From an optimization exercise on the open Yosys and OpenROAD flow, aimed at small area and a short achievable clock period; shortcuts taken in it are not production practice.
RTL that was checked went through simulation tests only; none was proved equivalent to the original.
For run 3, only the layout was checked, not whether the RTL still works.
No activity file was given, so power comes from the tool's default toggle rates.

**design/flow/config.mk**
```make
export PLATFORM = sky130hd
export DESIGN_NAME = pixel_engine
export DESIGN_NICKNAME = pixel_engine
export VERILOG_FILES = /design/flow/design.v
export SDC_FILE = /design/flow/constraint.sdc
export NUM_CORES = 4
export LEC_CHECK = 0
export CAP_MARGIN = 20
export CORE_MARGIN = 2
export CORE_UTILIZATION = 50
export CTS_CLUSTER_DIAMETER = 100
export CTS_CLUSTER_SIZE = 24
export PLACE_DENSITY = 0.65
export SETUP_SLACK_MARGIN = 3.8
export SLEW_MARGIN = 20
export TNS_END_PERCENT = 100
```
**design/flow/constraint.sdc**
```tcl
create_clock -name core_clock -period 10.0 [get_ports {pixel_clk}]
set_input_delay 2.0000 -clock core_clock [delete_from_list [all_inputs] [get_ports {pixel_clk}]]
set_output_delay 2.0000 -clock core_clock [all_outputs]
set_load 0.01 [all_outputs]
```
**design/flow/design.v**
```verilog
package pixel_engine_pkg;
    typedef logic [10-1:0] coord_t;
    typedef logic [2:0] pal_idx_t;
    typedef struct packed {
        logic [3:0] red;
        logic [3:0] green;
        logic [3:0] blue;
    } rgb444_t;
    typedef struct packed {
        logic [3:0] rsvd_b;
        rgb444_t    colour_b;
        logic [3:0] rsvd_a;
        rgb444_t    colour_a;
    } palette_entry_t;
    typedef enum logic {
        KIND_WALL   = 1'b0,
        KIND_BULLET = 1'b1
    } object_kind_t;
    typedef struct packed {
        logic [6:0]   reserved;   
        pal_idx_t     pal_idx;    
        coord_t       y;
        coord_t       x;
        object_kind_t kind;
        logic         valid;
    } object_entry_t;
    typedef struct packed {
        logic       invert;
        logic [6:0] reserved;
        pal_idx_t   fg_idx;
        logic       fg_sel;
        pal_idx_t   bg_idx;
        logic       bg_sel;
    } text_cell_t;
    typedef struct packed {
        logic [7:0] red;
        logic [7:0] green;
        logic [7:0] blue;
    } rgb_t;
    function automatic rgb_t widen(rgb444_t c);
        widen = {c.red, c.red, c.green, c.green, c.blue, c.blue};
    endfunction
endpackage
`timescale 1ns/1ns
module sprite_regs (
    input  logic                           pixel_clk,
    input  logic                           reset,
    input  logic                           psel,
    input  logic                           penable,
    input  logic                           pwrite,
    input  logic [8-1:0]         paddr,
    input  logic [32-1:0]         pwdata,
    output logic [32-1:0]         prdata,
    output logic                           pready,
    output logic                           pslverr,
    output logic [8*32-1:0]     palette,        
    output logic [16*25-1:0]     object_table    
);
    logic        pal_sel;    
    logic        obj_sel;    
    logic        wr_en;
    logic [31:0] wdata;      
    assign pal_sel = paddr[7:5] == 3'b000;
    assign obj_sel = paddr[7:6] == 2'b01;
    assign wr_en   = psel && penable && pwrite;
    assign wdata   = reset ? 32'd0 : pwdata;
    for (genvar i = 0; i < 8; i++) begin : g_pal
        always_ff @(posedge pixel_clk) begin
            if (reset || (wr_en && pal_sel && paddr[4:2] == i)) begin
                palette[i*32 +: 32] <= wdata;
            end
        end
    end
    for (genvar j = 0; j < 16; j++) begin : g_obj
        always_ff @(posedge pixel_clk) begin
            if (reset || (wr_en && obj_sel && paddr[5:2] == j)) begin
                object_table[j*25 +: 25] <= wdata[24:0];
            end
        end
    end
    logic [8-1:0] pal_rd;
    logic [16-1:0] obj_rd;
    for (genvar i = 0; i < 8; i++) begin : g_pal_rd
        assign pal_rd[i] = pal_sel && paddr[4:2] == i;
    end
    for (genvar j = 0; j < 16; j++) begin : g_obj_rd
        assign obj_rd[j] = obj_sel && paddr[5:2] == j;
    end
    always_comb begin
        prdata = '0;
        for (int i = 0; i < 8; i++) begin
            prdata = prdata | (palette[i*32 +: 32] & {32{pal_rd[i]}});
        end
        for (int j = 0; j < 16; j++) begin
            prdata[24:0] = prdata[24:0] | (object_table[j*25 +: 25] & {25{obj_rd[j]}});
        end
    end
    assign pready  = 1'b1;
    assign pslverr = psel && penable && !(pal_sel || obj_sel);
endmodule
`timescale 1ns/1ns
module axis_test (
    input  logic [9:0] npos,    
    input  logic [9:0] org,     
    output logic       wall,    
    output logic       near,    
    output logic [1:0] cls      
);
    logic [9:0] pos;
    logic [4:0] dl;          
    logic [5:0] bl;          
    logic [4:0] e;           
    logic [5:0] ch;          
    logic       e0, e1, em1;
    logic       lo_small, lo_big;
    assign pos = ~npos;
    assign bl[0] = 1'b0;
    assign ch[0] = 1'b0;
    for (genvar i = 0; i < 5; i++) begin : g_bit
        assign dl[i]   = pos[i] ^ org[i] ^ bl[i];
        assign bl[i+1] = (~pos[i] & org[i]) | (~(pos[i] ^ org[i]) & bl[i]);
        assign e[i]    = npos[i+5] ^ org[i+5] ^ ch[i];
        assign ch[i+1] = (npos[i+5] & org[i+5]) | (npos[i+5] & ch[i]) | (org[i+5] & ch[i]);
    end
    assign e0  = e == 5'd31;
    assign e1  = e == 5'd30 && !ch[5];
    assign em1 = e == 5'd0  &&  ch[5];
    assign lo_small = dl[4:3] == 2'b00 && (!dl[2] || dl[1:0] == 2'b00);
    assign lo_big   = dl[4:3] == 2'b11 && dl[2];
    assign wall = bl[5] ? e1 : e0;
    assign near = (lo_small && wall) || (lo_big && (bl[5] ? e0 : em1));
    always_comb begin
        case (dl[2:0])
            3'b000:                         cls = 2'd0;
            3'b001, 3'b111, 3'b010, 3'b110: cls = 2'd1;
            3'b011, 3'b101:                 cls = 2'd2;
            default:                        cls = 2'd3;
        endcase
    end
endmodule
module object_hit (
    input  logic [24:0]                     entry,     
    input  pixel_engine_pkg::coord_t        ndraw_x,   
    input  pixel_engine_pkg::coord_t        ndraw_y,
    output logic                            hit
);
    logic       wx, wy, nx, ny;
    logic [1:0] cx, cy;
    logic       disc;
    axis_test u_x (.npos(ndraw_x), .org(entry[11:2]),  .wall(wx), .near(nx), .cls(cx));
    axis_test u_y (.npos(ndraw_y), .org(entry[21:12]), .wall(wy), .near(ny), .cls(cy));
    always_comb begin
        case ({cx, cy})
            4'b00_00, 4'b00_01, 4'b00_10, 4'b00_11,
            4'b01_00, 4'b01_01, 4'b01_10,
            4'b10_00, 4'b10_01,
            4'b11_00: disc = 1'b1;
            default:  disc = 1'b0;
        endcase
    end
    assign hit = entry[0] && (entry[1] ? (nx && ny && disc) : (wx && wy));
endmodule
`timescale 1ns/1ns
module layer_compositor (
    input  logic                                                pixel_clk,
    input  logic                                                reset,
    input  logic [16-1:0]                             hit,
    input  logic [16*25-1:0]                          object_table,
    input  logic [8*32-1:0]                          palette,    
    input  pixel_engine_pkg::coord_t                            draw_x,
    input  pixel_engine_pkg::coord_t                            draw_y,
    input  logic                                                video_on,
    input  pixel_engine_pkg::text_cell_t                        char_code,
    input  logic [7:0]                                          font_row,
    output pixel_engine_pkg::rgb_t                              rgb
);
    localparam logic [1:0] K_BLACK  = 2'd0;
    localparam logic [1:0] K_BULLET = 2'd1;
    localparam logic [1:0] K_MORTAR = 2'd2;
    localparam logic [1:0] K_BRICK  = 2'd3;
    logic        font_bit;
    logic        obj_on;
    logic        obj_bullet;
    logic [2:0]  obj_idx;
    logic        s1_video_on;
    logic        s1_text_on;
    logic [3:0]  s1_text;     
    logic        s1_obj_on;
    logic        s1_obj_bullet;
    logic [2:0]  s1_obj_idx;
    logic        s1_mortar;
    logic [4:0]  code_next;
    logic [4:0]  s2_code;
    logic [11:0] colour;      
    logic        dup;         
    logic [11:0] q_colour;
    logic        q_dup;
    assign font_bit = font_row[3'd7 - draw_x[2:0]] ^ char_code[15];
    logic [3:0] node_info [0:2*16-2];   
    logic       node_on   [0:2*16-2];
    for (genvar i = 0; i < 16; i++) begin : g_leaf
        assign node_on[16-1+i]   = hit[i];
        assign node_info[16-1+i] = {object_table[i*25 + 1], object_table[i*25 + 22 +: 3]};
    end
    for (genvar n = 16-2; n >= 0; n--) begin : g_node
        assign node_on[n]   = node_on[2*n+1] || node_on[2*n+2];
        assign node_info[n] = node_on[2*n+1] ? node_info[2*n+1] : node_info[2*n+2];
    end
    assign obj_on     = node_on[0];
    assign obj_bullet = node_info[0][3];
    assign obj_idx    = node_info[0][2:0];
    always_ff @(posedge pixel_clk) begin
        if (reset) begin
            s1_video_on <= 1'b0;
        end else begin
            s1_video_on <= video_on;
        end
    end
    always_ff @(posedge pixel_clk) begin
        s1_text_on    <= char_code != '0;
        s1_text       <= font_bit ? char_code[7:4] : char_code[3:0];
        s1_obj_on     <= obj_on;
        s1_obj_bullet <= obj_bullet;
        s1_obj_idx    <= obj_idx;
        s1_mortar     <= draw_x[4:0] == 5'd0 || draw_y[3:0] == 4'd0;
    end
    always_comb begin
        if (!s1_video_on) begin
            code_next = {3'b000, K_BLACK};
        end else if (s1_text_on) begin
            code_next = {1'b1, s1_text};
        end else if (s1_obj_on) begin
            code_next = s1_obj_bullet ? {3'b000, K_BULLET} : {1'b1, s1_obj_idx, 1'b0};
        end else if (s1_mortar) begin
            code_next = {3'b000, K_MORTAR};
        end else begin
            code_next = {3'b000, K_BRICK};
        end
    end
    always_ff @(posedge pixel_clk) begin
        if (reset) begin
            s2_code <= '0;
        end else begin
            s2_code <= code_next;
        end
    end
    always_comb begin
        colour = 12'h000;
        for (int k = 0; k < 2 * 8; k++) begin
            if (s2_code == {1'b1, 4'(k)}) begin
                colour = colour | palette[(k >> 1)*32 + (k & 1)*16 +: 12];
            end
        end
        case (s2_code)
            {3'b000, K_BULLET}: colour = colour | 12'hf50;
            {3'b000, K_MORTAR}: colour = colour | 12'h888;
            {3'b000, K_BRICK}:  colour = colour | 12'ha32;
            default:            colour = colour;
        endcase
        dup = s2_code[4] || s2_code[1:0] == K_BULLET;
    end
    always_ff @(posedge pixel_clk) begin
        if (reset) begin
            q_colour <= '0;
            q_dup    <= 1'b0;
        end else begin
            q_colour <= colour;
            q_dup    <= dup;
        end
    end
    assign rgb = {q_colour[11:8], q_colour[11:8] & {4{q_dup}},
                  q_colour[7:4],  q_colour[7:4]  & {4{q_dup}},
                  q_colour[3:0],  q_colour[3:0]  & {4{q_dup}}};
endmodule
`timescale 1ns/1ns
module pixel_engine (
    input  logic                         pixel_clk,
    input  logic                         reset,
    input  pixel_engine_pkg::coord_t     draw_x,
    input  pixel_engine_pkg::coord_t     draw_y,
    input  logic                         video_on,
    input  pixel_engine_pkg::text_cell_t char_code,
    input  logic [7:0]                   font_row,
    input  logic                         psel,
    input  logic                         penable,
    input  logic                         pwrite,
    input  logic [8-1:0]       paddr,
    input  logic [32-1:0]       pwdata,
    output logic [32-1:0]       prdata,
    output logic                         pready,
    output logic                         pslverr,
    output pixel_engine_pkg::rgb_t       rgb
);
    logic [8*32-1:0] palette;
    logic [16*25-1:0] object_table;
    logic [16-1:0]    hit;
    sprite_regs u_regs (
        .pixel_clk    (pixel_clk),
        .reset        (reset),
        .psel         (psel),
        .penable      (penable),
        .pwrite       (pwrite),
        .paddr        (paddr),
        .pwdata       (pwdata),
        .prdata       (prdata),
        .pready       (pready),
        .pslverr      (pslverr),
        .palette      (palette),
        .object_table (object_table)
    );
    pixel_engine_pkg::coord_t ndraw_x, ndraw_y;
    assign ndraw_x = ~draw_x;
    assign ndraw_y = ~draw_y;
    for (genvar i = 0; i < 16; i++) begin : g_obj
        object_hit u_hit (
            .entry  (object_table[i*25 +: 25]),
            .ndraw_x(ndraw_x),
            .ndraw_y(ndraw_y),
            .hit    (hit[i])
        );
    end
    layer_compositor u_comp (
        .pixel_clk    (pixel_clk),
        .reset        (reset),
        .hit          (hit),
        .object_table (object_table),
        .palette      (palette),
        .draw_x       (draw_x),
        .draw_y       (draw_y),
        .video_on     (video_on),
        .char_code    (char_code),
        .font_row     (font_row),
        .rgb          (rgb)
    );
endmodule
```
**design/flow/flow/run.sh**
```bash
#!/bin/bash
# The standard layout (standard.sh), with plain buffers on the ports in place
# of the delay-cell buffers ORFS picks by default. The make output goes to
# standard.log; ORFS keeps each step's log under orfs/logs.
set -euo pipefail
export BUFFER_PORTS_ARGS="-buffer_cell sky130_fd_sc_hd__buf_2"
bash standard.sh > standard.log 2>&1
```
**design/flow/standard.sh**
```bash
#!/bin/bash
# synth_recipe.tcl (not shown) runs the flow's synth.tcl, then flattens the netlist and writes it again
# the make line also repeats each setting of config.mk as NAME=value (left out here)
make -C /OpenROAD-flow-scripts/flow DESIGN_CONFIG=/design/flow/config.mk WORK_HOME=/design/flow/orfs CLKGATE_MAP_FILE= SYNTH_SCRIPT=/design/flow/synth_recipe.tcl "${@:-finish}"
```
==> flow_summary.yaml, run 1 <==
critical_path:
  worstPathArrival_ns: 4.23
  critPathMaxFanout: 25
  timing.critical_path.to_type: "primary output"
  timing.critical_path.required_ns: 8.00
  cp-start-kind: "primary input"
  r2r_setup_slack_ns: 5.14
  timing.critical_path.max_delay_family: "simple AND/OR/NAND/NOR gates"
  setup.worst_path.start: "paddr[6]"
  crit_chain: "buf_2 -> nand3b_1 -> buf_4 -> nor2_2 -> buf_6 -> a22o_1 -> a221oi_1 -> nand3_1 -> nor2_1 -> nand4_1 -> buf_2"
  critPathKind: "primary input to primary output"
  crit_path_max_incr_delay_ns: 0.29
  r2r_start: "u_regs.object_table[92]"
  total_buffers_and_inverters_traversed_by_the_critical_path: 4
  critical_path.slowest_cell: "a221oi_1"
  critical-path-top-cell-by-count: "buf_2"
drt:
  avgRoutedWirePerCell_um: 41.9
  detailedRoute.firstPassIterationCount: 7
  drc_errors: 0
  vias: 29888
  viasPerCell: 7.31
  count_of_antenna_violating_nets_left_after_detailed_routing: 0
  drt_wirelength_um: 171000
  drt_iter0_markers: 5503
synthesis:
  synth_fp_nets: 3244
  synth.area.top_cells: "edfxtp_1, fa_1, a22oi_1, inv_1, ha_1"
  synthDominantCellAreaShare_pct: 52.2
  netlist_instances: 2834
  synth_cell_types: 91
  dominantRegCellSynth: "edfxtp_1"
  synth-async-reset-ratio_pct: 0
  postSynthAreaPerCell_sq_um: 13.3
  yosysSeqAreaShare_pct: 53.8
  yosys_warnings: 6
  synth_enable_flop_cells: 656
  synth_top_cell_by_area: "edfxtp_1"
  postSynthRegisterBits: 686
  syn_area_sq_um: 37700
clock_network:
  cts_tree: "built"
  clk_transition_reported_paths_ns: 0.10
  cts.sinks: 686
  htree_num_levels: 2
  cts_root_buffer: "clkbuf_16"
  cts.hold.buffers_added: 0
  worstSkewPairLatency_ns: 0.63
  cts_made_buffers: 37
  clockBufferDepth: 3
die:
  die_width_um: 279
  die-area_sq_um: 77700
  floorplan.die.height_um: 279
  design.core.area_sq_um: 74600
  boundary_pins: 148
  initial_utilization_pct: 50.6
  rows: 100
power_and_ir_drop:
  power.leakage_nw: 15.4
  vdd_ir_drop_max_uv: 127
  netSwitchingFraction_pct: 31.2
  share_of_power_burned_in_the_clock_network_pct: 26.7
  p_int_mw: 4.69
  sequentialPowerShare_pct: 53.1
  total_switching_power_mw: 2.13
  power_density_nw_per_um2: 159
  comb_power_share_pct: 20.2
sta:
  final_setup_skew_ns: 0.0234
  finalCritPeriodShare_pct: 62.3
  final-max-slew-violation-count: 0
  max_freq_mhz: 160
  fin_tns_setup_ns: 0
  setup_repair_after_global_routing_missed_its_margin: "true"
  setup_violations: 0
  slew_headroom_pct: 24.1
  worstMarginPinSlew_ns: 1.14
  min_period_ns: 6.23
  finalHoldViolations: 0
min_path:
  hp-start: "u_comp.s1_text[2]"
  hold_path_class: "flip-flop to flip-flop"
global_route:
  grt_max_degree: 39
  grt_antenna_before_repair: 10
  grt_pass1_vias: 28616
  global_route_wire_length_before_repair_um: 231000
  grt_util_all_layers_pct: 43.8
  grt-ovfl-total: 0
run_status:
  outcome: "no timing/DRC/antenna violations"
placed_design:
  finalWeightedCongestion: 1.05
  portBuffers: 144
  placement.cell_area_sq_um: 40600
  dp.final_hpwl_um: 120000
cells_and_area:
  share_of_final_layout_standard_cells_stronger_than_drive_strength_1_pct: 16.5
  layout.nets: 3489
  fillers: 6002
  final_cell_mix: "edfxtp_1, inv_1, a22oi_1, fa_1, buf_2"
  summed_area_of_non_filler_cells_in_the_final_layout_sq_um: 42800
  layout_commonest_cell: "edfxtp_1"
  areaGrowthSynthToFinish_pct: 13.4
job:
  cap_violations: 0
routing by layer:
layer	vias to the layer above	track usage, %	wire [um]
li1	11554	-	-
met1	15116	58.9	61200
met2	2701	61.7	70700
met3	511	17.2	28000
met4	6	22.3	11100
met5	-	0	82
state kept, by name (all words and copies together), names as in the netlist:
signal	cells
u_comp.q_colour	12
u_comp.s1_text_on	1
u_comp.s1_obj_bullet	1
u_comp.q_dup	1
u_regs.palette	256
u_regs.object_table	400
u_comp.s1_mortar	1
u_comp.s1_video_on	1
u_comp.s1_obj_idx	3
u_comp.s1_text	4
u_comp.s1_obj_on	1
u_comp.s2_code	5
synth_stat cells (all sizes together) (8+ instances only):
master and count:
or3 36, nor2b 46, a221oi 74, o21bai 23
o21ai 31, a222oi 11, a211oi 40, o211ai 10
and3 28, a31oi 21, a22o 65, o22ai 8
nand3 55, o32ai 10, a22oi 279, nor3 48
inv 283, nor4 11, a32oi 18, nand2 116
edfxtp 656, and4b 22, a21oi 41, clkbuf 81
nand2b 13, or4b 10, dfxtp 30, and3b 17
ha 64, nor4b 21, and2 31, nand4b 23
nand4 74, a21boi 20, a2bb2oi 14, a21o 11
nand3b 13, mux2i 15, fa 256, nor2 95
o31ai 15
power by group through the flow:
stage	Sequential (mW)	Clock, mW	Combinational, mW
2_1_floorplan	3.56	0	0.767
3_3_place_gp	3.66	0	1.22
3_5_place_dp	3.67	0	1.27
4_1_cts	3.60	1.81	1.31
5_1_grt	3.63	1.90	1.47
6_report	3.62	1.82	1.37
final cells by class:
cell class	count	area [sq um]	share of cell area [%]
Antenna cell	10	25.0	0.0585
Clock buffer	58	1070	2.49
Clock inverter	10	131	0.307
Inverter	284	1090	2.54
Multi-Input combinational cell	1778	16900	39.6
Sequential cell	686	20300	47.4
Tap cell	969	1210	2.83
Timing Repair Buffer	292	2030	4.74
cells by family after synthesis:
| family | share of synthesized area (%) |
|---|---|
| AO/OA/AOI/OAI | 15.4 |
| flip-flops | 53.8 |
| AND/OR/NAND/NOR | 10.5 |
| buffers and inverters | 3.75 |
| adder cells (fa/ha/maj) | 15.9 |
| multiplexers | 0.696 |
| other | 0.00994 |
| XOR/XNOR | 0.0232 |
worst register-to-register path: stages, from the launching register on:
cell	delay (ns)
edfxtp_1	0.42
ha_1	0.21
inv_1	0.07
fa_1	0.15
inv_1	0.05
fa_1	0.37
fa_1	0.39
fa_1	0.52
nand4b_1	0.19
o32ai_1	0.84
a22oi_2	0.38
o31ai_4	0.40
or4_4	0.23
nor4b_4	0.05
buf_6	0.15
o31ai_1	0.33
stage by stage:
stage          total power [mW]  setup WS (ns)  util, %  hold slack [ns]  instances
2_1_floorplan              4.33           3.85        -            0.431       2834
3_3_place_gp               4.89           2.43     54.3            0.458       3959
3_5_place_dp               4.94           2.30     54.4            0.478       3961
4_1_cts                    6.71           3.69     56.8            0.495       4065
5_1_grt                    6.99           3.74     57.3            0.523       4079
6_report                   6.81           3.77     57.4            0.492       4087
path summary, 6_finish.rpt:
| kind | to | cells past startpoint |
|---|---|---|
| worst max-delay path | prdata[2] | 11 |
| worst min register to register | u_comp.s2_code[2] | 2 |
| worst min-delay path | u_comp.s2_code[2] | 2 |
| worst max register to register | u_comp.s1_obj_idx[1] | 15 |
repair_timing:
| item | CTS | global route |
|---|---|---|
| resized for setup | 55 | 53 |
| setup buffers | 34 | 11 |
| setup endpoints to repair | 37 | 24 |
| pin swaps | 12 | 9 |
| gates cloned | 2 | 0 |
==> run 2, diff against run 1 <==
--- a/design/flow/config.mk
+++ b/design/flow/config.mk
@@ -8,8 +8,8 @@
 export CAP_MARGIN = 20
 export CORE_MARGIN = 2
-export CORE_UTILIZATION = 50
-export CTS_CLUSTER_DIAMETER = 100
-export CTS_CLUSTER_SIZE = 24
-export PLACE_DENSITY = 0.65
+export CORE_UTILIZATION = 40
+export CTS_BUF_LIST = sky130_fd_sc_hd__clkbuf_8
+export CTS_CLUSTER_DIAMETER = 60
+export CTS_CLUSTER_SIZE = 12
 export SETUP_SLACK_MARGIN = 3.8
 export SLEW_MARGIN = 20
==> run 2 against run 1 <==
Sequential cell count unchanged. Die area increased by 25%. Worst hold slack worse by 0.019 ns. Highest routed layer unchanged. Worst setup slack gained 0.040 ns. Critical endpoint is now prdata[7]. Register-to-register slack worse by 0.12 ns. Area after synthesis unchanged. Largest power group unchanged. Critical path depth stayed put. Fmax rose by 0.65%.
==> flow_summary.yaml, run 2 <==
power_and_ir_drop:
  sequentialPowerShare_pct: 50.0
  share_of_power_burned_in_the_clock_network_pct: 29.9
  netSwitchingFraction_pct: 32.6
  power.leakage_nw: 15.7
  vdd_ir_drop_max_uv: 106
  p_int_mw: 4.87
  total_power_mw: 7.22
  power_density_nw_per_um2: 165
  total_switching_power_mw: 2.35
  comb_power_share_pct: 20.0
synthesis:
  synth.area.top_cells: "edfxtp_1, fa_1, a22oi_1, inv_1, ha_1"
  postSynthRegisterBits: 686
  synth_enable_flop_cells: 656
  postSynthAreaPerCell_sq_um: 13.3
  netlist_instances: 2834
  synth_cell_types: 91
  synth_top_cell_by_area: "edfxtp_1"
  most_instantiated_cells_after_synthesis: "edfxtp_1, inv_1, a22oi_1"
  synthDominantCellAreaShare_pct: 52.2
  yosysMostFrequentCell: "edfxtp_1"
  synth_fp_nets: 3244
  syn_area_sq_um: 37700
  synth-async-reset-ratio_pct: 0
  yosysSeqAreaShare_pct: 53.8
  yosys_warnings: 6
  dominantRegCellSynth: "edfxtp_1"
global_route:
  grt_max_degree: 45
  met1_usage_pct: 46.2
  grt_pass1_vias: 29308
  grt_antenna_before_repair: 12
  busiest_layer: "met2"
  grt-ovfl-total: 0
  global_route_wire_length_before_repair_um: 239000
  grt_util_all_layers_pct: 36.1
  globalRouteMet3Util_pct: 13.3
  groute.layer.met2.usage_pct: 52.7
critical_path:
  r2r_depth: 15
  timing.critical_path.to_type: "primary output"
  worstPathArrival_ns: 4.19
  timing.critical_path.required_ns: 8.00
  cp-start-kind: "primary input"
  critPathMaxFanout: 25
  r2r_setup_slack_ns: 5.02
  critPathKind: "primary input to primary output"
  worst_flop_to_flop_path_endpoint: "u_comp.s1_obj_idx[1]"
  r2r_start: "u_regs.object_table[7]"
run_status:
  outcome: "no timing/DRC/antenna violations"
job:
  cap_violations: 0
sta:
  final_setup_skew_ns: 0.0588
  finalHoldViolations: 0
  slew_headroom_pct: 17.0
  setup_repair_after_global_routing_missed_its_margin: "false"
  setup_slack_ns: 3.81
  finalCritPeriodShare_pct: 61.9
  fin_tns_setup_ns: 0
  worstMarginPinSlew_ns: 1.24
  setup_violations: 0
  final-max-slew-violation-count: 0
  hold_ws_ns: 0.473
  max_freq_mhz: 161
  min_period_ns: 6.19
cells_and_area:
  layout_commonest_cell: "edfxtp_1"
  layout.nets: 3532
  largest_registers_in_the_final_layout: "u_regs.object_table: 400 flops, u_regs.palette: 256 flops, u_comp.q_colour: 12 flops"
  share_of_final_layout_standard_cells_stronger_than_drive_strength_1_pct: 18.5
  largest_register: "u_regs.object_table"
  utilization_pct: 46.7
  final_cell_mix: "edfxtp_1, inv_1, a22oi_1, fa_1, buf_2"
  largest_reg_flops: 400
  areaGrowthSynthToFinish_pct: 15.7
clock_network:
  cts_made_buffers: 82
  worstSkewPairLatency_ns: 0.76
  cts.sinks: 686
  clk_transition_reported_paths_ns: 0.09
  cts_root_buffer: "clkbuf_8"
  clockBufferDepth: 3
  cts.hold.buffers_added: 0
  htree_num_levels: 3
  cts_tree: "built"
min_path:
  hold_path_class: "flip-flop to flip-flop"
  holdPathEnd: "u_comp.s2_code[2]"
  hp-start: "u_comp.s1_text[2]"
  min_path_cells: 2
die:
  design.core.area_sq_um: 93500
  die-area_sq_um: 96800
  floorplan.die.height_um: 311
  rows: 112
  die_width_um: 311
  initial_utilization_pct: 40.4
  boundary_pins: 148
placed_design:
  portBuffers: 144
  finalWeightedCongestion: 1.06
  dp.final_hpwl_um: 125000
  dp_slack_ns: 1.96
drt:
  avgRoutedWirePerCell_um: 40.1
  count_of_antenna_violating_nets_left_after_detailed_routing: 0
  detailedRoute.firstPassIterationCount: 9
  vias: 30333
  viasPerCell: 6.83
  drc_errors: 0
  drt_wirelength_um: 178000
  drt_iter0_markers: 5272
==> run 2: critical path, cell delays in order <==
cell and delay, ns:
buf_2 0.13, nand3b_1 0.14, buf_12 0.17, nor2_4 0.03, buf_4 0.34, a22o_1 0.28, a221oi_1 0.23, nand3_1 0.16
nor2_4 0.22, nand4_1 0.24, buf_2 0.22
==> run 2: cells by family (layout without fill, tap and decap cells) <==
| family | after synthesis | in the layout | synth area share [%] |
|---|---|---|---|
| AOI/OAI and AO/OA | 743 | 743 | 15.4 |
| xor gates and xnor gates | 1 | 1 | 0.0232 |
| adders and majority gates | 326 | 326 | 15.9 |
| buffers and inverters | 372 | 712 | 3.75 |
| DFF | 686 | 686 | 53.8 |
| muxes | 23 | 23 | 0.696 |
| other | 1 | 11 | 0.00994 |
| and+or+nand+nor | 682 | 684 | 10.5 |
==> run 2: worst max-delay path by stage <==
stage / start / endpoint / slack [ns] / cells past startpoint
global route: draw_x[0] / u_comp.s1_obj_on / 3.76 / 18
global placement: draw_x[0] / u_comp.s1_obj_idx[2] / 1.99 / 16
CTS: draw_y[1] / u_comp.s1_obj_idx[1] / 3.76 / 15
floorplan: draw_y[1] / u_comp.s1_obj_idx[1] / 3.85 / 14
finish: paddr[6] / prdata[7] / 3.81 / 11
detailed placement: draw_x[0] / u_comp.s1_obj_idx[1] / 1.96 / 16
==> run 2: power groups by stage <==
| stage | clock network, mW | registers (mW) | logic, mW |
|---|---|---|---|
| after floorplan | 0 | 3.56 | 0.767 |
| after global placement | 0 | 3.66 | 1.30 |
| after detailed placement | 0 | 3.66 | 1.34 |
| after CTS | 2.17 | 3.60 | 1.37 |
| after global routing | 2.27 | 3.62 | 1.53 |
| final | 2.16 | 3.61 | 1.45 |
==> run 2: final cells by class <==
| cell class | count | area (sq um) |
|---|---|---|
| multi-input combinational | 1778 | 17000 |
| inverter | 284 | 1100 |
| fill | 8289 | 49800 |
| tap | 1254 | 1570 |
| sequential | 686 | 20300 |
| clock buffer | 84 | 1160 |
| timing repair buffer | 290 | 2060 |
| clock inverter | 54 | 489 |
| antenna | 10 | 25.0 |
==> run 2: metrics by stage <==
step                      instance area [sq um]  std cells
final                                     43600       4440
after global routing                      43600       4432
after CTS                                 43300       4422
after detailed placement                  40900       4237
after global placement                    40900       4237
after floorplan                           37700       2834
==> run 2: timing repair <==
action | in CTS | in global routing
buffers inserted | 46 | 7
gates resized for setup | 57 | 51
setup endpoints to repair | 37 | 22
gates cloned | 1 | 1
pin swaps | 16 | 12
==> run 2: routing by layer <==
layer,wire length [um],vias up
met5,237,-
met4,12600,10
met3,26900,596
met2,75000,2729
met1,63000,15345
li1,-,11653
==> run 3, diff against run 2 <==
--- a/design/flow/design.v
+++ b/design/flow/design.v
@@ -87,4 +87,21 @@
         assign obj_rd[j] = obj_sel && paddr[5:2] == j;
     end
+    read_mux u_rd (
+        .pal_rd       (pal_rd),
+        .obj_rd       (obj_rd),
+        .palette      (palette),
+        .object_table (object_table),
+        .prdata       (prdata)
+    );
+    assign pready  = 1'b1;
+    assign pslverr = psel && penable && !(pal_sel || obj_sel);
+endmodule
+module read_mux (
+    input  logic [8-1:0]     pal_rd,
+    input  logic [16-1:0]     obj_rd,
+    input  logic [8*32-1:0]  palette,
+    input  logic [16*25-1:0]  object_table,
+    output logic [32-1:0]      prdata
+);
     always_comb begin
         prdata = '0;
@@ -96,6 +113,4 @@
         end
     end
-    assign pready  = 1'b1;
-    assign pslverr = psel && penable && !(pal_sel || obj_sel);
 endmodule
 `timescale 1ns/1ns
--- a/design/flow/config.mk
+++ b/design/flow/config.mk
@@ -9,8 +9,9 @@
 export CORE_MARGIN = 2
 export CORE_UTILIZATION = 40
-export CTS_BUF_LIST = sky130_fd_sc_hd__clkbuf_8
-export CTS_CLUSTER_DIAMETER = 60
-export CTS_CLUSTER_SIZE = 12
+export CTS_CLUSTER_DIAMETER = 100
+export CTS_CLUSTER_SIZE = 24
 export SETUP_SLACK_MARGIN = 3.8
 export SLEW_MARGIN = 20
+export SYNTH_HIERARCHICAL = 1
+export SYNTH_MINIMUM_KEEP_SIZE = 1000
 export TNS_END_PERCENT = 100
==> run 3 against run 2 <==
Still clean on timing, DRC and antenna. Area after synthesis is essentially flat. Total power fell by 7.4%. Synthesized cell count fell by 0.64%.
==> flow_summary.yaml, run 3 <==
cells_and_area:
  layout_commonest_cell: "edfxtp_1"
  register_area_sq_um: 20300
  layout.nets: 3479
  instances_no_fill: 4347
  largest_reg_flops: 400
  multiInputGateArea_sq_um: 17000
  largest_register: "u_regs.object_table"
  utilization_pct: 46.4
  fillers: 8277
  share_of_final_layout_standard_cells_stronger_than_drive_strength_1_pct: 19.5
  largest_registers_in_the_final_layout: "u_regs.object_table: 400 flops, u_regs.palette: 256 flops, u_comp.q_colour: 12 flops"
  areaGrowthSynthToFinish_pct: 14.8
  final_cell_mix: "edfxtp_1, a22oi_1, inv_1, fa_1, buf_4"
sta:
  finalCritPeriodShare_pct: 62.9
  max_freq_mhz: 159
  final-max-slew-violation-count: 0
  min_period_ns: 6.29
  final_setup_skew_ns: 0.0225
  setup_repair_after_global_routing_missed_its_margin: "true"
  fin_tns_setup_ns: 0
  setup_violations: 0
  finalHoldViolations: 0
  slew_headroom_pct: 16.5
  worstMarginPinSlew_ns: 1.25
global_route:
  global_route_wire_length_before_repair_um: 228000
  grt_max_degree: 33
  grt_pass1_vias: 28725
  grt_antenna_before_repair: 8
  grt_util_all_layers_pct: 34.1
  grt-ovfl-total: 0
synthesis:
  synthDominantCellAreaShare_pct: 52.1
  dominantRegCellSynth: "edfxtp_1"
  synth_cell_types: 94
  netlist_instances: 2816
  most_instantiated_cells_after_synthesis: "edfxtp_1, a22oi_1, inv_1"
  synth.area.top_cells: "edfxtp_1, fa_1, a22oi_1, inv_1, ha_1"
  syn_area_sq_um: 37800
  postSynthRegisterBits: 686
  synth_enable_flop_cells: 656
  yosysSeqAreaShare_pct: 53.7
  yosysMostFrequentCell: "edfxtp_1"
  postSynthAreaPerCell_sq_um: 13.4
  synth_fp_nets: 3226
  synth-async-reset-ratio_pct: 0
  synth_top_cell_by_area: "edfxtp_1"
  yosys_warnings: 13
critical_path:
  cp-start-kind: "primary input"
  worst_flop_to_flop_path_endpoint: "u_comp.s1_obj_idx[2]"
  critPathKind: "primary input to primary output"
  critPathMaxFanout: 25
  r2r_depth: 16
  r2r_setup_slack_ns: 5.08
  critical-path-top-cell-by-count: "buf_4"
  critical_path.slowest_cell: "or3b_4"
  setup.worst_path.start: "paddr[6]"
  worstPathArrival_ns: 4.29
  crit_chain: "buf_4 -> or3b_4 -> nor2_2 -> buf_4 -> a22oi_1 -> nand4_1 -> or3_1 -> buf_2"
  total_buffers_and_inverters_traversed_by_the_critical_path: 3
  timing.critical_path.to_type: "primary output"
  crit_path_max_incr_delay_ns: 0.53
  r2r_start: "u_regs.object_table[217]"
  timing.critical_path.required_ns: 8.00
  timing.critical_path.max_delay_family: "simple AND/OR/NAND/NOR gates"
die:
  boundary_pins: 148
  die-area_sq_um: 96900
  rows: 112
  floorplan.die.height_um: 311
  initial_utilization_pct: 40.4
  design.core.area_sq_um: 93500
  die_width_um: 311
placed_design:
  place_inst: 4199
  dp.final_hpwl_um: 117000
  finalWeightedCongestion: 1.07
  portBuffers: 144
min_path:
  holdPathEnd: "u_comp.s2_code[3]"
  hold_path_class: "flip-flop to flip-flop"
  hp-start: "u_comp.s1_text[3]"
  min_path_cells: 2
clock_network:
  cts.hold.buffers_added: 0
  cts.sinks: 686
  worstSkewPairLatency_ns: 0.61
  clockBufferDepth: 3
  cts_root_buffer: "clkbuf_16"
  cts_made_buffers: 35
  cts_tree: "built"
  htree_num_levels: 2
  clk_transition_reported_paths_ns: 0.09
drt:
  detailedRoute.firstPassIterationCount: 10
  drt_iter0_markers: 5039
  top_layer_used: "met5"
  count_of_antenna_violating_nets_left_after_detailed_routing: 0
  vias: 29481
  route.met3.wl_um: 23700
  avgRoutedWirePerCell_um: 39.1
  viasPerCell: 6.78
  drt_wirelength_um: 170000
  drc_errors: 0
  route.met2.wl_um: 71100
  wl_met1_um: 60700
power_and_ir_drop:
  p_int_mw: 4.63
  sequentialPowerShare_pct: 54.2
  comb_power_share_pct: 20.4
  power_density_nw_per_um2: 154
  total_switching_power_mw: 2.05
  vdd_ir_drop_max_uv: 100
  power.leakage_nw: 15.2
  share_of_power_burned_in_the_clock_network_pct: 25.4
  netSwitchingFraction_pct: 30.7
job:
  cap_violations: 0
run_status:
  outcome: "no timing/DRC/antenna violations"
[run 3: power groups by stage]
stage                     Sequential [mW]  Combinational [mW]  Clock, mW
after floorplan                      3.57               0.746          0
after global placement               3.67                1.18          0
after detailed placement             3.67                1.23          0
after CTS                            3.61                1.29       1.70
after global routing                 3.63                1.45       1.79
final                                3.62                1.36       1.70
[run 3: worst reg2reg max path, delay by kind of cell, from the launching register on]
kind | cells | cell delay [ns]
AND/OR/NAND/NOR | 6 | 1.98
flip-flops | 1 | 0.42
adder cells (fa/ha/maj) | 5 | 1.59
buffers and inverters | 2 | 0.11
AO/OA/AOI/OAI | 3 | 0.72
[run 3: how the worst max path moves through the flow]
stage                                 to  slack, ns  cells past startpoint
floorplan           u_comp.s1_obj_idx[2]       3.58                     17
global placement    u_comp.s1_obj_bullet       1.89                     17
global route        u_comp.s1_obj_idx[2]       3.71                     18
CTS                 u_comp.s1_obj_bullet       3.76                     19
detailed placement  u_comp.s1_obj_bullet       1.87                     17
finish                         prdata[0]       3.71                      8
[run 3: final cells by class]
type	instances	area share, %
diodes	5	0.0289
clock buffers	51	2.31
clock inverters	5	0.141
inverters	267	2.36
multi-input cells	1751	39.2
flip-flops and latches	686	46.8
well taps	1254	3.62
repair buffers	328	5.54
[run 3: what timing repair did]
item                                    4_1_cts  5_1_grt
endpoints found under the setup margin       37       12
cloned                                        1        1
setup buffers                                67       17
pin swaps                                    36       27
resized for setup                           132       50
[run 3: logic make-up after synthesis]
| logic type | after synthesis | synth area share [%] |
|---|---|---|
| adders and majority gates | 323 | 15.8 |
| xor gates and xnor gates | 1 | 0.0232 |
| AOI/OAI and AO/OA | 721 | 14.5 |
| DFF | 686 | 53.7 |
| and+or+nand+nor | 678 | 10.5 |
| other | 1 | 0.00993 |
| buffers and inverters | 380 | 4.73 |
| muxes | 26 | 0.802 |
[run 3: per-module statistics from Yosys (local to each module, per instance)]
module        flops+latches  cell area, sq um  cells  copies in the design
sprite_regs             656             20400    771                     1
pixel_engine             30             13600   1538                     1
read_mux                  0              3770    507                     1
[run 3: stage by stage]
step	total power [mW]	hold WS (ns)	worst slack (ns)	area, sq um
global route	6.87	0.524	3.71	43300
CTS	6.60	0.496	3.76	42900
finish	6.68	0.482	3.71	43400
detailed placement	4.90	0.472	1.87	40600
global placement	4.84	0.467	1.89	40600
floorplan	4.31	0.433	3.58	37800
[run 3: layer usage]
| metal | track usage, % | up-vias |
|---|---|---|
| met3 | 10.4 | 572 |
| met2 | 49.5 | 2582 |
| met4 | 23.0 | 6 |
| met1 | 44.0 | 14884 |
| li1 | - | 11437 |
| met5 | 0 | - |
==> run 4, diff against run 3 <==
--- a/design/flow/design.v
+++ b/design/flow/design.v
@@ -87,21 +87,4 @@
         assign obj_rd[j] = obj_sel && paddr[5:2] == j;
     end
-    read_mux u_rd (
-        .pal_rd       (pal_rd),
-        .obj_rd       (obj_rd),
-        .palette      (palette),
-        .object_table (object_table),
-        .prdata       (prdata)
-    );
-    assign pready  = 1'b1;
-    assign pslverr = psel && penable && !(pal_sel || obj_sel);
-endmodule
-module read_mux (
-    input  logic [8-1:0]     pal_rd,
-    input  logic [16-1:0]     obj_rd,
-    input  logic [8*32-1:0]  palette,
-    input  logic [16*25-1:0]  object_table,
-    output logic [32-1:0]      prdata
-);
     always_comb begin
         prdata = '0;
@@ -113,4 +96,6 @@
         end
     end
+    assign pready  = 1'b1;
+    assign pslverr = psel && penable && !(pal_sel || obj_sel);
 endmodule
 `timescale 1ns/1ns
==> design/flow/flow/run.sh (replaced) <==
#!/bin/bash
# The standard layout (standard.sh), with plain buffers on the ports in place
# of the delay-cell buffers ORFS picks by default, and clock tree synthesis
# without dummy loads. The make output goes to standard.log; ORFS keeps each
# step's log under orfs/logs.
set -euo pipefail
export BUFFER_PORTS_ARGS="-buffer_cell sky130_fd_sc_hd__buf_2"
export CTS_ARGS="-sink_clustering_enable -repair_clock_nets -sink_clustering_size 24 -sink_clustering_max_diameter 100 -dont_use_dummy_load"
bash standard.sh > standard.log 2>&1
--- a/design/flow/config.mk
+++ b/design/flow/config.mk
@@ -13,5 +13,3 @@
 export SETUP_SLACK_MARGIN = 3.8
 export SLEW_MARGIN = 20
-export SYNTH_HIERARCHICAL = 1
-export SYNTH_MINIMUM_KEEP_SIZE = 1000
 export TNS_END_PERCENT = 100
==> run 4 against run 3 <==
Total power increased by 0.55%. Sequential share of layout area up 0.26 points. Die area barely moved. Sequential power barely moved. Critical path type is now primary input to flip-flop.
==> flow_summary.yaml, run 4 <==
sta:
  fin_tns_setup_ns: 0
  min_period_ns: 6.22
  max_freq_mhz: 161
  slew_headroom_pct: 15.6
  finalHoldViolations: 0
  worstMarginPinSlew_ns: 1.27
  setup_repair_after_global_routing_missed_its_margin: "true"
  final_setup_skew_ns: 0.0541
  final-max-slew-violation-count: 0
  finalCritPeriodShare_pct: 62.2
  setup_violations: 0
clock_network:
  cts_tree: "built"
  cts_made_buffers: 38
  clk_transition_reported_paths_ns: 0.10
  htree_num_levels: 2
  clockBufferDepth: 3
  cts_root_buffer: "clkbuf_16"
  worstSkewPairLatency_ns: 0.62
  cts.hold.buffers_added: 0
  cts.sinks: 686
critical_path:
  critPathKind: "primary input to flip-flop"
  timing.critical_path.required_ns: 10.50
  worstPathArrival_ns: 6.72
  critPathMaxFanout: 12
  r2r_setup_slack_ns: 5.07
  cp-start-kind: "primary input"
  timing.critical_path.to_type: "flip-flop"
cells_and_area:
  areaGrowthSynthToFinish_pct: 14.2
  fillers: 8276
  summed_area_of_non_filler_cells_in_the_final_layout_sq_um: 43100
  multiInputGateArea_sq_um: 17100
  share_of_final_layout_standard_cells_stronger_than_drive_strength_1_pct: 17.0
  layout.nets: 3496
  layout_commonest_cell: "edfxtp_1"
  final_cell_mix: "edfxtp_1, inv_1, a22oi_1, fa_1, buf_2"
  largest_reg_flops: 400
  largest_register: "u_regs.object_table"
  largest_registers_in_the_final_layout: "u_regs.object_table: 400 flops, u_regs.palette: 256 flops, u_comp.q_colour: 12 flops"
  register_area_sq_um: 20300
synthesis:
  most_instantiated_cells_after_synthesis: "edfxtp_1, inv_1, a22oi_1"
  yosys_warnings: 6
  synth_fp_nets: 3244
  synth_enable_flop_cells: 656
  yosysSeqAreaShare_pct: 53.8
  syn_area_sq_um: 37700
  yosysMostFrequentCell: "edfxtp_1"
  postSynthRegisterBits: 686
  postSynthAreaPerCell_sq_um: 13.3
  netlist_instances: 2834
  synth_cell_types: 91
  synthDominantCellAreaShare_pct: 52.2
  synth_top_cell_by_area: "edfxtp_1"
  synth.area.top_cells: "edfxtp_1, fa_1, a22oi_1, inv_1, ha_1"
  synth-async-reset-ratio_pct: 0
  dominantRegCellSynth: "edfxtp_1"
die:
  floorplan.die.height_um: 311
  initial_utilization_pct: 40.4
  boundary_pins: 148
  rows: 112
  die_width_um: 311
  design.core.area_sq_um: 93500
  die-area_sq_um: 96800
placed_design:
  dp.final_hpwl_um: 125000
  portBuffers: 144
  finalWeightedCongestion: 1.06
  placement.cell_area_sq_um: 40900
drt:
  avgRoutedWirePerCell_um: 40.8
  vias: 29904
  drt_iter0_markers: 4998
  drt_wirelength_um: 177000
  drc_errors: 0
  count_of_antenna_violating_nets_left_after_detailed_routing: 0
  viasPerCell: 6.89
  detailedRoute.firstPassIterationCount: 6
power_and_ir_drop:
  vdd_ir_drop_max_uv: 101
  power_density_nw_per_um2: 156
  power.leakage_nw: 15.4
global_route:
  grt_max_degree: 45
  grt_pass1_vias: 28792
  grt_util_all_layers_pct: 35.8
  grt_antenna_before_repair: 9
  grt-ovfl-total: 0
  global_route_wire_length_before_repair_um: 237000
job:
  cap_violations: 0
run_status:
  outcome: "no timing/DRC/antenna violations"
min_path:
  hold_path_class: "flip-flop to flip-flop"
==> run 4: changes by cell type after synthesis, sizes merged, moves of 19 or more <==
cell | previous run | this run
a22oi | 368 | 279
clkbuf | 41 | 81
nor2 | 67 | 95
o21bai | 4 | 23
a21oi | 68 | 41
a221oi | 37 | 74
buf | 72 | 7
a22o | 29 | 65
==> run 4: through the flow <==
stage	utilization (%)	total power [mW]	setup slack [ns]	instances	hold WS, ns
after floorplan	-	4.33	3.85	2834	0.431
after global placement	43.7	4.96	1.99	4237	0.465
after detailed placement	43.7	5.00	1.96	4237	0.453
after CTS	45.7	6.62	3.73	4327	0.483
after global routing	46.1	6.90	3.74	4338	0.526
final	46.1	6.72	3.78	4342	0.479
==> run 4: layer usage <==
metal / wire [um] / global-route usage [%] / up-vias
met3: 27200 / 13.5 / 492
met5: 114 / 0 / -
met4: 11700 / 19.8 / 12
met2: 75500 / 52.4 / 2652
met1: 62400 / 45.8 / 15226
li1: - / - / 11522
==> run 4: cell type report <==
class	instances	share of cell area, %
well taps	1254	3.64
diodes	4	0.0232
flip-flops and latches	686	47.1
inverters	284	2.55
repair buffers	298	4.86
multi-input cells	1778	39.6
clock buffers	38	2.21
==> run 4: kinds of logic after synthesis <==
family                     synth area share [%]
xor gates and xnor gates                 0.0232
buffers and inverters                      3.75
and+or+nand+nor                            10.5
DFF                                        53.8
adders and majority gates                  15.9
muxes                                     0.696
AOI/OAI and AO/OA                          15.4
other                                   0.00994
==> run 4: path summary, 6_finish.rpt <==
kind,end,start,cells after the start
hold / removal,u_comp.s2_code[2],u_comp.s1_text[2],2
hold reg to reg,u_comp.s2_code[2],u_comp.s1_text[2],2
setup / recovery,u_comp.s1_obj_idx[1],draw_x[5],17
setup reg to reg,u_comp.s1_obj_idx[1],u_regs.object_table[182],14
==> run 4: critical path, stage by stage <==
cell        delay [ns]
buf_2             0.10
clkinvlp_4        0.09
buf_12            0.16
ha_1              0.20
inv_1             0.07
fa_1              0.17
inv_1             0.05
fa_1              0.38
fa_1              0.41
fa_1              0.47
or4b_1            0.48
o32ai_1           0.47
a22oi_1           0.31
a211oi_1          0.52
o21ai_0           0.23
nor4b_4           0.21
o31ai_1           0.36
==> run 4: power breakdown <==
part	internal (mW)	switching [mW]	leakage (nW)	total, mW
clock network	0.682	0.967	0.468	1.65
logic	0.499	0.960	8.32	1.46
registers	3.41	0.204	6.57	3.61
==> run 4: timing repair <==
action                                  in CTS  in global routing
pin swaps                                   17                 17
endpoints found under the setup margin      37                 23
gates resized for setup                     73                 54
cloned                                       1                  1
buffers inserted                            51                 10
==> run 5, diff against run 4 <==
--- a/design/flow/config.mk
+++ b/design/flow/config.mk
@@ -8,7 +8,6 @@
 export CAP_MARGIN = 20
 export CORE_MARGIN = 2
-export CORE_UTILIZATION = 40
-export CTS_CLUSTER_DIAMETER = 100
-export CTS_CLUSTER_SIZE = 24
+export CORE_UTILIZATION = 50
+export PLACE_DENSITY = 0.65
 export SETUP_SLACK_MARGIN = 3.8
 export SLEW_MARGIN = 20
==> run 5 against run 4 <==
Fmax shrank 0.89%. Total power shrank 1.6%. Combinational power shrank 5%. Clock power is essentially flat. Sequential cell count is the same. Critical path depth shrank 9. First-iteration DRC count grew 12%. Largest power group unchanged.
==> flow_summary.yaml, run 5 <==
clock_network:
  clk_transition_reported_paths_ns: 0.10
  worstSkewPairLatency_ns: 0.63
  htree_num_levels: 2
  cts_made_buffers: 37
  cts_root_buffer: "clkbuf_16"
  cts_tree: "built"
  cts.sinks: 686
  clockBufferDepth: 3
synthesis:
  most_instantiated_cells_after_synthesis: "edfxtp_1, inv_1, a22oi_1"
  synth_adder_area_share_pct: 15.9
  synth-compound-area-share_pct: 15.4
  postSynthRegisterBits: 686
  synth-async-reset-ratio_pct: 0
  synthDominantCellAreaShare_pct: 52.2
  dominantRegCellSynth: "edfxtp_1"
  synth.area.top_cells: "edfxtp_1, fa_1, a22oi_1, inv_1, ha_1"
  yosysMostFrequentCell: "edfxtp_1"
  yosys.area_share.xor_xnor_pct: 0.0232
  synth_top_family_by_area: "adder cells"
  yosys_warnings: 6
  synth-simple-area-share_pct: 10.5
  synth_top_cell_by_area: "edfxtp_1"
  mux_cell_area_share_after_synthesis_pct: 0.696
  synth_enable_flop_cells: 656
  yosysSeqAreaShare_pct: 53.8
  netlist_instances: 2834
  postSynthAreaPerCell_sq_um: 13.3
  synth_fp_nets: 3244
  syn_area_sq_um: 37700
  synth_cell_types: 91
sta:
  fin_tns_setup_ns: 0
  setup_repair_after_global_routing_missed_its_margin: "true"
  min_period_ns: 6.27
  finalHoldViolations: 0
  final_setup_skew_ns: 0.0577
  final-max-slew-violation-count: 0
  finalCritPeriodShare_pct: 62.7
  setup_violations: 0
  max_freq_mhz: 159
  hold_ws_ns: 0.491
  slew_headroom_pct: 21.8
  worstMarginPinSlew_ns: 1.17
  setup_slack_ns: 3.73
critical_path:
  critPathMaxFanout: 25
  critPathKind: "primary input to primary output"
  worstPathArrival_ns: 4.27
  timing.critical_path.max_delay_family: "simple AND/OR/NAND/NOR gates"
  cp-start-kind: "primary input"
  timing.critical_path.required_ns: 8.00
  critical_path.slowest_cell: "a221oi_1"
  critical-path-top-cell-by-count: "buf_2"
  total_buffers_and_inverters_traversed_by_the_critical_path: 3
  timing.critical_path.to_type: "primary output"
  crit_path_max_incr_delay_ns: 0.40
  crit_chain: "buf_2 -> or3b_2 -> nor2_2 -> clkbuf_8 -> a22o_1 -> a221oi_1 -> nand4_1 -> buf_2"
placed_design:
  finalWeightedCongestion: 1.05
  placement.cell_area_sq_um: 40600
  dp.final_hpwl_um: 120000
  portBuffers: 144
  dp_slack_ns: 2.30
  place_inst: 3961
cells_and_area:
  layout_commonest_cell: "edfxtp_1"
  instances_no_fill: 4049
  largest_reg_flops: 400
  largest_register: "u_regs.object_table"
  final_cell_mix: "edfxtp_1, inv_1, a22oi_1, fa_1, buf_2"
  largest_registers_in_the_final_layout: "u_regs.object_table: 400 flops, u_regs.palette: 256 flops, u_comp.q_colour: 12 flops"
  layout.nets: 3485
  areaGrowthSynthToFinish_pct: 12.7
  share_of_final_layout_standard_cells_stronger_than_drive_strength_1_pct: 16.3
  utilization_pct: 57.0
  summed_area_of_non_filler_cells_in_the_final_layout_sq_um: 42500
global_route:
  grt-ovfl-total: 0
  global_route_wire_length_before_repair_um: 230000
  grt_max_degree: 39
  grt_antenna_before_repair: 10
  grt_pass1_vias: 28542
  grt_util_all_layers_pct: 43.8
run_status:
  outcome: "no timing/DRC/antenna violations"
job:
  cap_violations: 0
drt:
  detailedRoute.firstPassIterationCount: 8
  avgRoutedWirePerCell_um: 42.2
  vias: 29941
  drt_wirelength_um: 171000
  viasPerCell: 7.39
  count_of_antenna_violating_nets_left_after_detailed_routing: 0
  drt_iter0_markers: 5611
  drc_errors: 0
power_and_ir_drop:
  power.leakage_nw: 15.3
  vdd_ir_drop_max_uv: 115
  total_power_mw: 6.61
  power_density_nw_per_um2: 155
die:
  design.core.area_sq_um: 74600
  rows: 100
  die-area_sq_um: 77700
  boundary_pins: 148
  initial_utilization_pct: 50.6
  die_width_um: 279
  floorplan.die.height_um: 279
min_path:
  hold_path_class: "flip-flop to flip-flop"
==> run 5: cell count changes in the layout (fill, tap and decap cells not counted), moves of 4 or more <==
cell / before / now
a21boi_2: 3 / 7
a221oi_1: 70 / 74
a221oi_2: 4 / 0
buf_4: 134 / 117
buf_6: 7 / 13
nor2_2: 13 / 21
nor2_4: 24 / 16
nor2b_1: 35 / 39
==> run 5: worst paths after layout <==
| path | from | endpoint | slack (ns) | cells after the start |
|---|---|---|---|---|
| min reg2reg | u_comp.s1_text[2] | u_comp.s2_code[2] | 0.49 | 2 |
| max reg2reg | u_regs.object_table[92] | u_comp.s1_obj_idx[1] | 5.17 | 15 |
| max | paddr[3] | prdata[18] | 3.73 | 8 |
| min | u_comp.s1_text[2] | u_comp.s2_code[2] | 0.49 | 2 |
==> run 5: cell type report <==
cell class	instances	area, sq um
timing repair buffer	288	2050
sequential	686	20300
multi-input combinational	1778	16900
antenna	7	17.5
fill	5999	32000
clock buffer	37	926
inverter	284	1090
tap	969	1210
==> run 5: power by group <==
part	switching (mW)	internal, mW
Sequential	0.209	3.41
Clock	0.952	0.665
Combinational	0.887	0.491
Total	2.05	4.56
==> run 5: cell families (layout without fill, tap and decap cells) <==
kind of cell	after synthesis	after routing
adder cells (fa/ha/maj)	326	326
flip-flops	686	686
other	1	8
XOR/XNOR	1	1
multiplexers	23	23
AND/OR/NAND/NOR	682	684
AO/OA/AOI/OAI	743	743
buffers and inverters	372	609
==> run 5: worst register-to-register path: stages, from the launching register on <==
cell	delay (ns)
edfxtp_1	0.42
ha_1	0.21
inv_1	0.07
fa_1	0.15
inv_1	0.05
fa_1	0.37
fa_1	0.39
fa_1	0.52
nand4b_1	0.19
o32ai_1	0.79
a22oi_2	0.37
o31ai_4	0.39
or4_4	0.23
nor4b_4	0.05
buf_4	0.18
o31ai_1	0.35
==> run 5: timing repair <==
action                     in CTS  in global routing
gates resized for setup        54                 58
hold buffers                    0                  0
hold endpoints to repair        0                  0
setup endpoints to repair      37                 22
cloned                          2                  0
pin swaps                      12                  7
setup buffers                  32                  9
==> run 5: per-layer routing <==
layer	vias to the layer above	track usage, %	share of wire (%)
met5	-	0	0.012
met4	4	22.3	6.2
li1	11510	-	-
met2	2733	61.6	41
met3	486	16.6	16
met1	15208	59.1	36
==> run 6, diff against run 5 <==
--- a/design/flow/config.mk
+++ b/design/flow/config.mk
@@ -9,4 +9,5 @@
 export CORE_MARGIN = 2
 export CORE_UTILIZATION = 50
+export GPL_ROUTABILITY_DRIVEN = 0
 export PLACE_DENSITY = 0.65
 export SETUP_SLACK_MARGIN = 3.8
==> run 6 against run 5 <==
Still clean on timing, DRC and antenna. Final cell count is 0.42% lower. Clock-buffer cell count is 2 lower. Sequential power hardly changed. Critical path depth is 1 higher. Total power is 1.1% lower. Combinational power hardly changed. Clock power is 4% lower. Largest power group unchanged. Die area stayed put. Via count is 1.1% higher. Fmax hardly changed.
==> flow_summary.yaml, run 6 <==
run_status:
  outcome: "no timing/DRC/antenna violations"
sta:
  fin_tns_setup_ns: 0
  finalHoldViolations: 0
  finalCritPeriodShare_pct: 62.8
  final_setup_skew_ns: 0.0326
  setup_repair_after_global_routing_missed_its_margin: "true"
  hold_ws_ns: 0.512
  min_period_ns: 6.28
  setup_violations: 0
  worstMarginPinSlew_ns: 1.26
  slew_headroom_pct: 15.8
  final-max-slew-violation-count: 0
  max_freq_mhz: 159
synthesis:
  yosysMostFrequentCell: "edfxtp_1"
  netlist_instances: 2834
  syn_area_sq_um: 37700
  dominantRegCellSynth: "edfxtp_1"
  yosysSeqAreaShare_pct: 53.8
  postSynthRegisterBits: 686
  synthDominantCellAreaShare_pct: 52.2
  synth_cell_types: 91
  synth_fp_nets: 3244
  synth.area.top_cells: "edfxtp_1, fa_1, a22oi_1, inv_1, ha_1"
  synth_enable_flop_cells: 656
  yosys_warnings: 6
  most_instantiated_cells_after_synthesis: "edfxtp_1, inv_1, a22oi_1"
  synth-async-reset-ratio_pct: 0
  synth_top_cell_by_area: "edfxtp_1"
  postSynthAreaPerCell_sq_um: 13.3
clock_network:
  clockBufferDepth: 3
  worstSkewPairLatency_ns: 0.62
  cts_made_buffers: 35
  cts_root_buffer: "clkbuf_16"
  cts_tree: "built"
  clk_transition_reported_paths_ns: 0.10
  cts.sinks: 686
  htree_num_levels: 2
cells_and_area:
  largest_reg_flops: 400
  largest_register: "u_regs.object_table"
  fillers: 5944
  final_cell_mix: "edfxtp_1, inv_1, a22oi_1, fa_1, buf_2"
  instances_no_fill: 4032
  layout_commonest_cell: "edfxtp_1"
  share_of_final_layout_standard_cells_stronger_than_drive_strength_1_pct: 15.7
  register_area_sq_um: 20300
  layout.nets: 3470
  summed_area_of_non_filler_cells_in_the_final_layout_sq_um: 42300
  largest_registers_in_the_final_layout: "u_regs.object_table: 400 flops, u_regs.palette: 256 flops, u_comp.q_colour: 12 flops"
  multiInputGateArea_sq_um: 16900
  areaGrowthSynthToFinish_pct: 12.0
critical_path:
  r2r_setup_slack_ns: 5.16
  critical_path.slowest_cell: "a221oi_2"
  worstPathArrival_ns: 4.28
  setup.worst_path.start: "paddr[4]"
  critPathCapture: "prdata[2]"
  timing.critical_path.required_ns: 8.00
  critPathMaxFanout: 25
  timing.critical_path.to_type: "primary output"
  crit_path_max_incr_delay_ns: 0.48
  crit_chain: "buf_2 -> nor2_1 -> nand2_2 -> nor2_4 -> buf_4 -> a22o_1 -> a221oi_2 -> nand4_1 -> buf_2"
  cp-start-kind: "primary input"
  r2r_start: "u_regs.object_table[382]"
  critPathKind: "primary input to primary output"
  worst_flop_to_flop_path_endpoint: "u_comp.s1_obj_on"
  r2r_depth: 15
  critical-path-top-cell-by-count: "buf_2"
drt:
  detailedRoute.firstPassIterationCount: 10
  count_of_antenna_violating_nets_left_after_detailed_routing: 0
  drt_iter0_markers: 6114
  viasPerCell: 7.51
  drc_errors: 0
  vias: 30283
  drt_wirelength_um: 162000
  avgRoutedWirePerCell_um: 40.1
die:
  rows: 100
  boundary_pins: 148
  die-area_sq_um: 77700
  initial_utilization_pct: 50.6
  floorplan.die.height_um: 279
  design.core.area_sq_um: 74600
  die_width_um: 279
global_route:
  grt_antenna_before_repair: 10
  grt-ovfl-total: 0
  grt_pass1_vias: 29505
  grt_util_all_layers_pct: 41.2
  global_route_wire_length_before_repair_um: 221000
  grt_max_degree: 41
placed_design:
  portBuffers: 144
  dp.final_hpwl_um: 110000
  place_inst: 3954
  placement.cell_area_sq_um: 40500
power_and_ir_drop:
  vdd_ir_drop_max_uv: 105
  power_density_nw_per_um2: 155
  power.leakage_nw: 15.2
job:
  cap_violations: 0
min_path:
  hold_path_class: "flip-flop to flip-flop"
==> run 6: worst min-delay path by stage <==
stage                            startpoint                 to  slack, ns  cells past startpoint
final                     u_comp.s1_text[3]  u_comp.s2_code[3]       0.51                      2
after global routing      u_comp.s1_text[2]  u_comp.s2_code[2]       0.54                      2
after CTS                 u_comp.s1_text[3]  u_comp.s2_code[3]       0.51                      2
after detailed placement  u_comp.s1_text[3]  u_comp.s2_code[3]       0.47                      2
after global placement    u_comp.s1_text[3]  u_comp.s2_code[3]       0.47                      2
after floorplan           u_comp.s1_text[3]  u_comp.s2_code[3]       0.43                      2
==> run 6: logic make-up after synthesis <==
family	Yosys count	synth area share (%)
buf+inv	372	3.75
simple gates	682	10.5
xor+xnor	1	0.0232
mux	23	0.696
flops	686	53.8
compound gates	743	15.4
fa+ha+maj	326	15.9
other cells	1	0.00994
==> run 6: critical path: cells and delay by family <==
family	cells	cell delay [ns]
buffers and inverters	3	0.75
AND/OR/NAND/NOR	4	0.75
AO/OA/AOI/OAI	2	0.75
==> run 6: power breakdown <==
part,total [mW],switching (mW),internal (mW)
combinational,1.36,0.872,0.487
clock,1.56,0.933,0.631
sequential,3.62,0.210,3.41
total,6.54,2.01,4.53
==> run 6: final cells by class <==
type | instances | area share, %
multi-input combinational | 1777 | 40.0
clock buffer | 35 | 2.07
antenna | 5 | 0.0296
timing repair buffer | 276 | 4.44
sequential | 686 | 48.0
inverter | 284 | 2.58
tap | 969 | 2.87
==> run 6: what timing repair did <==
| action | CTS | global route |
|---|---|---|
| hold buffers | 0 | 0 |
| resized for setup | 49 | 64 |
| hold endpoints to repair | 0 | 0 |
| gates cloned | 0 | 1 |
| endpoints found under the setup margin | 37 | 22 |
| setup buffers | 31 | 6 |
| pin swaps | 12 | 11 |
==> run 6: layer usage <==
| layer | track usage, % | part of all wire, % | routed length, um | vias up |
|---|---|---|---|---|
| met3 | 18.0 | 18 | 29500 | 748 |
| li1 | - | - | - | 11478 |
| met5 | 0.500 | 0.035 | 57 | - |
| met4 | 29.1 | 9.3 | 15100 | 8 |
| met2 | 56.7 | 40 | 64600 | 3161 |
| met1 | 51.8 | 32 | 52500 | 14888 |
==> run 6: metrics by stage <==
| step | total power, mW | setup WS, ns | utilization [%] |
|---|---|---|---|
| after floorplan | 4.33 | 3.85 | - |
| after global placement | 4.84 | 2.46 | 54.3 |
| after detailed placement | 4.91 | 2.31 | 54.3 |
| after CTS | 6.42 | 3.75 | 56.1 |
| after global routing | 6.70 | 3.73 | 56.7 |
| final | 6.54 | 3.72 | 56.7 |
==> run 7, diff against run 6 <==
--- a/design/flow/config.mk
+++ b/design/flow/config.mk
@@ -9,7 +9,6 @@
 export CORE_MARGIN = 2
 export CORE_UTILIZATION = 50
-export GPL_ROUTABILITY_DRIVEN = 0
 export PLACE_DENSITY = 0.65
-export SETUP_SLACK_MARGIN = 3.8
+export SETUP_SLACK_MARGIN = 3.9
 export SLEW_MARGIN = 20
 export TNS_END_PERCENT = 100
==> run 7 against run 6 <==
Still clean. Clock power rose by 5%. Sequential cell count did not move. Total power rose by 1.5%. Area after synthesis did not move. Worst setup slack improved by 0.091 ns. Clock skew rose by 0.018 ns. Routed wire length rose by 3.7%. Fmax rose by 1.5%. First-iteration DRC count fell by 16%. Sequential share of layout area fell by 0.76 points. Synthesized cell count did not move. Critical endpoint is now prdata[1]. Largest power group unchanged.
==> flow_summary.yaml, run 7 <==
power_and_ir_drop:
  power_density_nw_per_um2: 155
  vdd_ir_drop_max_uv: 111
synthesis:
  synth.area.top_cells: "edfxtp_1, fa_1, a22oi_1, inv_1, ha_1"
  netlist_instances: 2834
  synth-async-reset-ratio_pct: 0
  yosys_warnings: 6
  yosysSeqAreaShare_pct: 53.8
  postSynthRegisterBits: 686
  yosysMostFrequentCell: "edfxtp_1"
  dominantRegCellSynth: "edfxtp_1"
  synth-compound-area-share_pct: 15.4
  synth_enable_flop_cells: 656
  postSynthAreaPerCell_sq_um: 13.3
  synth_cell_types: 91
  syn_area_sq_um: 37700
  yosys.area_share.xor_xnor_pct: 0.0232
  synth_adder_area_share_pct: 15.9
  most_instantiated_cells_after_synthesis: "edfxtp_1, inv_1, a22oi_1"
drt:
  top_layer_used: "met5"
  route.met3.wl_um: 28100
  detailedRoute.firstPassIterationCount: 6
  viasPerCell: 7.33
  route.met2.wl_um: 69700
  avgRoutedWirePerCell_um: 41.2
  drt_iter0_markers: 5134
  count_of_antenna_violating_nets_left_after_detailed_routing: 0
  wl_met1_um: 58800
  drc_errors: 0
  vias: 29819
cells_and_area:
  layout_commonest_cell: "edfxtp_1"
  areaGrowthSynthToFinish_pct: 13.8
  fillers: 6027
  final_cell_mix: "edfxtp_1, inv_1, a22oi_1, fa_1, buf_4"
  share_of_final_layout_standard_cells_stronger_than_drive_strength_1_pct: 17.7
  largest_registers_in_the_final_layout: "u_regs.object_table: 400 flops, u_regs.palette: 256 flops, u_comp.q_colour: 12 flops"
  utilization_pct: 57.6
  instances_no_fill: 4070
  largest_reg_flops: 400
  register_area_sq_um: 20300
  layout.nets: 3509
critical_path:
  worstPathArrival_ns: 4.18
  timing.critical_path.to_type: "primary output"
  worst_flop_to_flop_path_endpoint: "u_comp.s1_obj_on"
  r2r_setup_slack_ns: 5.21
  r2r_depth: 14
  critPathKind: "primary input to primary output"
placed_design:
  portBuffers: 144
die:
  design.core.area_sq_um: 74600
  boundary_pins: 148
  rows: 100
  die-area_sq_um: 77700
  die_width_um: 279
clock_network:
  clk_transition_reported_paths_ns: 0.09
  cts.sinks: 686
  cts_made_buffers: 38
  cts_tree: "built"
  cts_root_buffer: "clkbuf_16"
  worstSkewPairLatency_ns: 0.62
min_path:
  holdPathEnd: "u_comp.s2_code[2]"
  hp-start: "u_comp.s1_text[2]"
sta:
  worstMarginPinSlew_ns: 1.22
  hold_ws_ns: 0.504
  final_setup_skew_ns: 0.0508
  slew_headroom_pct: 18.6
  max_freq_mhz: 162
  finalCritPeriodShare_pct: 61.8
global_route:
  grt_max_degree: 59
  global_route_wire_length_before_repair_um: 228000
  grt-ovfl-total: 0
run_status:
  outcome: "no timing/DRC/antenna violations"
job:
  cap_violations: 0
==> run 7: cell counts after synthesis <==
No cell type changed its count.
==> run 7: critical path, stage by stage <==
cell	delay [ns]
buf_2	0.11
nor2_1	0.27
nand2_4	0.12
buf_4	0.19
nor2_4	0.14
buf_4	0.42
a22oi_1	0.17
nand4_1	0.23
nor2_1	0.07
nand4_1	0.22
buf_2	0.19
==> run 7: metrics by stage <==
step | cell area (sq um) | power [mW] | setup WS, ns
3_5_place_dp | 40600 | 4.93 | 2.34
6_report | 43000 | 6.64 | 3.82
4_1_cts | 42300 | 6.54 | 3.88
5_1_grt | 43000 | 6.83 | 3.80
3_3_place_gp | 40500 | 4.88 | 2.36
2_1_floorplan | 37700 | 4.33 | 3.91
==> run 7: kinds of logic after synthesis <==
| group | count (synthesis) |
|---|---|
| buffers and inverters | 372 |
| other | 1 |
| flip-flops | 686 |
| AO/OA/AOI/OAI | 743 |
| XOR/XNOR | 1 |
| multiplexers | 23 |
| adder cells (fa/ha/maj) | 326 |
| AND/OR/NAND/NOR | 682 |
==> run 7: report_power, final <==
part | switching [mW] | total [mW] | internal [mW]
sequential | 0.206 | 3.61 | 3.41
combinational | 0.893 | 1.39 | 0.499
clock | 0.954 | 1.64 | 0.681
==> run 7: layout make-up <==
type | count | share of cell area, %
multi-input cells | 1776 | 39.9
flip-flops and latches | 686 | 47.3
well taps | 969 | 2.82
clock buffers | 38 | 2.21
repair buffers | 313 | 5.27
diodes | 4 | 0.0233
inverters | 284 | 2.55
==> run 7: layer usage <==
layer,track usage (%),up-vias
met1,56.5,14962
met3,17.6,546
met2,60.9,2760
met4,23.4,4
met5,0,-
li1,-,11547
==> run 7: what timing repair did <==
item                       in CTS  in global routing
setup buffers                  51                 11
setup endpoints to repair      37                 23
pin swaps                      15                 30
resized for setup              68                 99
==> run 7: worst max path at each step <==
stage	startpoint	endpoint	slack (ns)	depth (start not counted)
finish	paddr[5]	prdata[1]	3.82	11
global route	paddr[3]	prdata[17]	3.80	11
CTS	draw_y[0]	u_comp.s1_obj_idx[0]	3.88	17
detailed placement	draw_x[0]	u_comp.s1_obj_idx[0]	2.34	16
global placement	draw_x[0]	u_comp.s1_obj_idx[0]	2.36	16
floorplan	draw_x[1]	u_comp.s1_obj_idx[1]	3.91	14

Check on run 7: ideal ports give 3.816 ns setup slack; a clkbuf_16 on the clock port and buf_2 on the inputs give 3.790 ns; moving port delays by the midpoint clock arrival (0.662 ns) as well gives 3.311 ns.
